Source: an optimization exercise on an open RTL-to-GDS flow (aim: small area, a short achievable clock period and few clock cycles per item). Production flows keep margins and buffers that such runs may drop. Only simulation tests tie the RTL to the original design; equivalence was not proved. Power and IR drop assume default switching activity.

==> flow/design.v (excerpt) <==
module keypad_press_autorepeat #(
    parameter int ROWS = 8,
    parameter int COLS = 8
) (
    input  logic                          clk,
    input  logic                          rst_n,
    input  logic                          s_tvalid,
    output logic                          s_tready,
    input  logic [kpa_pkg::S_TDATA_W-1:0] s_tdata,
    input  logic [1:0]                    s_tuser,
    output logic                          m_tvalid,
    input  logic                          m_tready,
    output logic [kpa_pkg::M_TDATA_W-1:0] m_tdata,
    output logic                          m_tuser,
    output logic                          m_tlast,
    input  logic                          cfg_valid,
    output logic                          cfg_ready,
    input  logic [kpa_pkg::CFG_IDX_W-1:0] cfg_index,
    input  logic [kpa_pkg::KEY_VEC_W-1:0] cfg_data
);
clock: 10.0 ns
lec_check: 0
cap_margin: 20
core_margin: 2
core_utilization: 40
slew_margin: 20
tns_end_percent: 5
standard.sh (not shown) runs the stock make flow with config.mk's settings and CLKGATE_MAP_FILE= SYNTH_SCRIPT=/design/flow/synth_recipe.tcl, a recipe that flattens the netlist after the stock synthesis.
==> flow/flow/run.sh <==
#!/bin/bash
set -o pipefail
export SETUP_SLACK_MARGIN=7
export BUFFER_PORTS_ARGS="-buffer_cell sky130_fd_sc_hd__buf_4"
bash standard.sh > standard.log 2>&1
Testbench counts at the start, summed over its fixed seeds: cycles 5,797, requests 3,200.
Rerun with:
Settings changed: CTS_CLUSTER_DIAMETER set to 120, CTS_CLUSTER_SIZE set to 24.
Result: Sequential share of layout area is higher by 2.9 points. Sequential power stays flat. Count of clock-buffer cells in the layout fell by 165. Sequential cell count stays the same. Routed wire length is lower by 0.97%. Cell count decreases by 2.7%. Power goes down by 13%. Design area decreases by 4.3%. Worst hold slack gets worse by 15 ps.

---

keypad_press_autorepeat, a different RTL version from the one above (not shown whole).
Size: about 8500 cells after synthesis.
export LEC_CHECK = 0
export ABC_CLOCK_PERIOD_IN_PS = 3000
export CAP_MARGIN = 20
export CORE_MARGIN = 2
export CORE_UTILIZATION = 40
export SETUP_SLACK_MARGIN = 5
export SLEW_MARGIN = 20
create_clock -name core_clock -period 10.0 [get_ports {clk}]
run.sh (not shown) runs the stock make flow with config.mk's settings and CLKGATE_MAP_FILE= SYNTH_SCRIPT=/design/flow/synth_recipe.tcl, a recipe that flattens the netlist after the stock synthesis.
Stock flow here: none of the scripts above is used.
Testbench counts at the start, summed over its fixed seeds: cycles 5,797, requests 3,200.
Change:
==> flow/flow/run.sh (new file) <==
#!/bin/bash
set -o pipefail
export SETUP_SLACK_MARGIN=6.5
bash standard.sh > standard.log 2>&1
==> flow/standard.sh (new file) <==
#!/bin/bash
# synth_recipe.tcl (not shown) runs the flow's synth.tcl, then flattens the netlist and writes it again
# the make line also repeats each setting of config.mk as NAME=value (left out here)
make -C /OpenROAD-flow-scripts/flow DESIGN_CONFIG=/design/flow/config.mk WORK_HOME=/design/flow/orfs CLKGATE_MAP_FILE= SYNTH_SCRIPT=/design/flow/synth_recipe.tcl "${@:-finish}"
SETUP_SLACK_MARGIN = unset   (was 5)
removed: flow/run.sh
The changed run produced a clean layout. Maximum frequency rose by 11%. Via count rose by 4.7%. Utilization rose by 3.0 points. Cell area rose by 6.4%. Power rose by 8.4%. Register-to-register slack is better by 0.53 ns.

---

keypad_press_autorepeat, a different RTL version from the one above (not shown whole).
Size: ~6,800 cells after synthesis, about 0.11 sq mm of cells after synthesis.
==> flow/config.mk <==
export PLATFORM = sky130hd
export DESIGN_NAME = keypad_press_autorepeat
export DESIGN_NICKNAME = keypad_press_autorepeat
export VERILOG_FILES = /design/flow/design.v
export SDC_FILE = /design/flow/constraint.sdc
export NUM_CORES = 4
export LEC_CHECK = 0
export CAP_MARGIN = 20
export CORE_MARGIN = 2
export CORE_UTILIZATION = 45
export CTS_CLUSTER_DIAMETER = 120
export CTS_CLUSTER_SIZE = 24
export SLEW_MARGIN = 20
export TNS_END_PERCENT = 5
==> flow/constraint.sdc <==
create_clock -name core_clock -period 10.0 [get_ports {clk}]
set_input_delay 2.0000 -clock core_clock [delete_from_list [all_inputs] [get_ports {clk}]]
set_output_delay 2.0000 -clock core_clock [all_outputs]
set_load 0.01 [all_outputs]
standard.sh (not shown) runs the stock make flow with config.mk's settings and CLKGATE_MAP_FILE= SYNTH_SCRIPT=/design/flow/synth_recipe.tcl, a recipe that flattens the netlist after the stock synthesis.
==> flow/flow/run.sh <==
#!/bin/bash
set -o pipefail
export SETUP_SLACK_MARGIN=7
export BUFFER_PORTS_ARGS="-buffer_cell sky130_fd_sc_hd__buf_4"
bash standard.sh > standard.log 2>&1
The starting point completed with no timing, DRC or antenna violations.
Testbench counts at the start, summed over its fixed seeds: cycles 5,797, requests 3,200.
Change:
CORE_UTILIZATION = 40   (was 45)
The changed run went through all stages and came out clean. Clock-buffer cell count fell by 6. Worst hold slack improved by 0.0042 ns. Synthesized area does not change. Setup slack gains 0.057 ns.

---

Another version of the RTL of keypad_press_autorepeat (not shown whole).
For scale: roughly 3000 flip-flops, roughly 190 I/O pins.
==> flow/config.mk <==
export PLATFORM = sky130hd
export DESIGN_NAME = keypad_press_autorepeat
export DESIGN_NICKNAME = keypad_press_autorepeat
export VERILOG_FILES = /design/flow/design.v
export SDC_FILE = /design/flow/constraint.sdc
export NUM_CORES = 4
export LEC_CHECK = 0
export CAP_MARGIN = 20
export CORE_MARGIN = 2
export CORE_UTILIZATION = 40
export CTS_CLUSTER_DIAMETER = 120
export CTS_CLUSTER_SIZE = 24
export SLEW_MARGIN = 20
export TNS_END_PERCENT = 5
==> flow/constraint.sdc <==
create_clock -name core_clock -period 10.0 [get_ports {clk}]
set_input_delay 2.0000 -clock core_clock [delete_from_list [all_inputs] [get_ports {clk}]]
set_output_delay 2.0000 -clock core_clock [all_outputs]
set_load 0.01 [all_outputs]
Scripts as last shown in full above: flow/flow/run.sh
Testbench counts at the start, summed over its fixed seeds: cycles 5,797, requests 3,200.
Next try:
- CORE_UTILIZATION: 40 -> 45
Outcome: The changed run ran to the end with no violations. Total power shrinks by about 0.7%. Register-to-register slack barely changes. Wire length shrinks by about 2.3%. Final area shrinks by about 0.6%. Via count shrinks by about 0.5%. Clock skew shrinks by 0.043 ns. Hold slack degrades by 0.0054 ns. Sequential cell count stays the same. Sequential share of layout area grows by 0.40 points. Synthesized area is unchanged.

## what the ideal ports hide
No port has a modelled driver above. Below, the same layouts with a new extraction and two added sets of constraints. Step 1 sets driving cells, clkbuf_16 on the clock port and buf_2 on the other inputs (assumed; they add their load-dependent delay and slew). Step 2, shift: input delay + t, output delay - t, t = (earliest + latest rising clock arrival at the registers) / 2. This alone moves slack from input paths to output paths. Three values: no drivers, after step 1, after step 2; two values: the first two.
run	shift t [ns]	setup slack, ns	slew at the worst register clock pin (ns)	cell pins on the clock port's net
the first run of note 1	0.971	6.384 / 6.384 / 5.829	0.07 / 0.07	1
the second run of note 1	0.960	6.416 / 6.371 / 5.902	0.11 / 0.11	1
the first run of note 2	0.958	4.801 / 4.801 / 4.801	0.07 / 0.07	1
the second run of note 2	0.972	5.327 / 5.327 / 5.327	0.07 / 0.07	1
the first run of note 3	0.962	6.477 / 6.468 / 5.897	0.12 / 0.12	1
the second run of note 3	0.970	6.535 / 6.470 / 5.994	0.11 / 0.11	1
the first run of note 4	0.958	6.539 / 6.447 / 6.278	0.11 / 0.11	1
the second run of note 4	0.943	6.608 / 6.510 / 6.283	0.11 / 0.11	1
After both steps every run listed still meets setup and hold. For the first run of note 3, which loses most, drivers alone change the setup slack by -0.009 ns; drivers and shift together by -0.580 ns. Setup slack includes reset recovery checks.
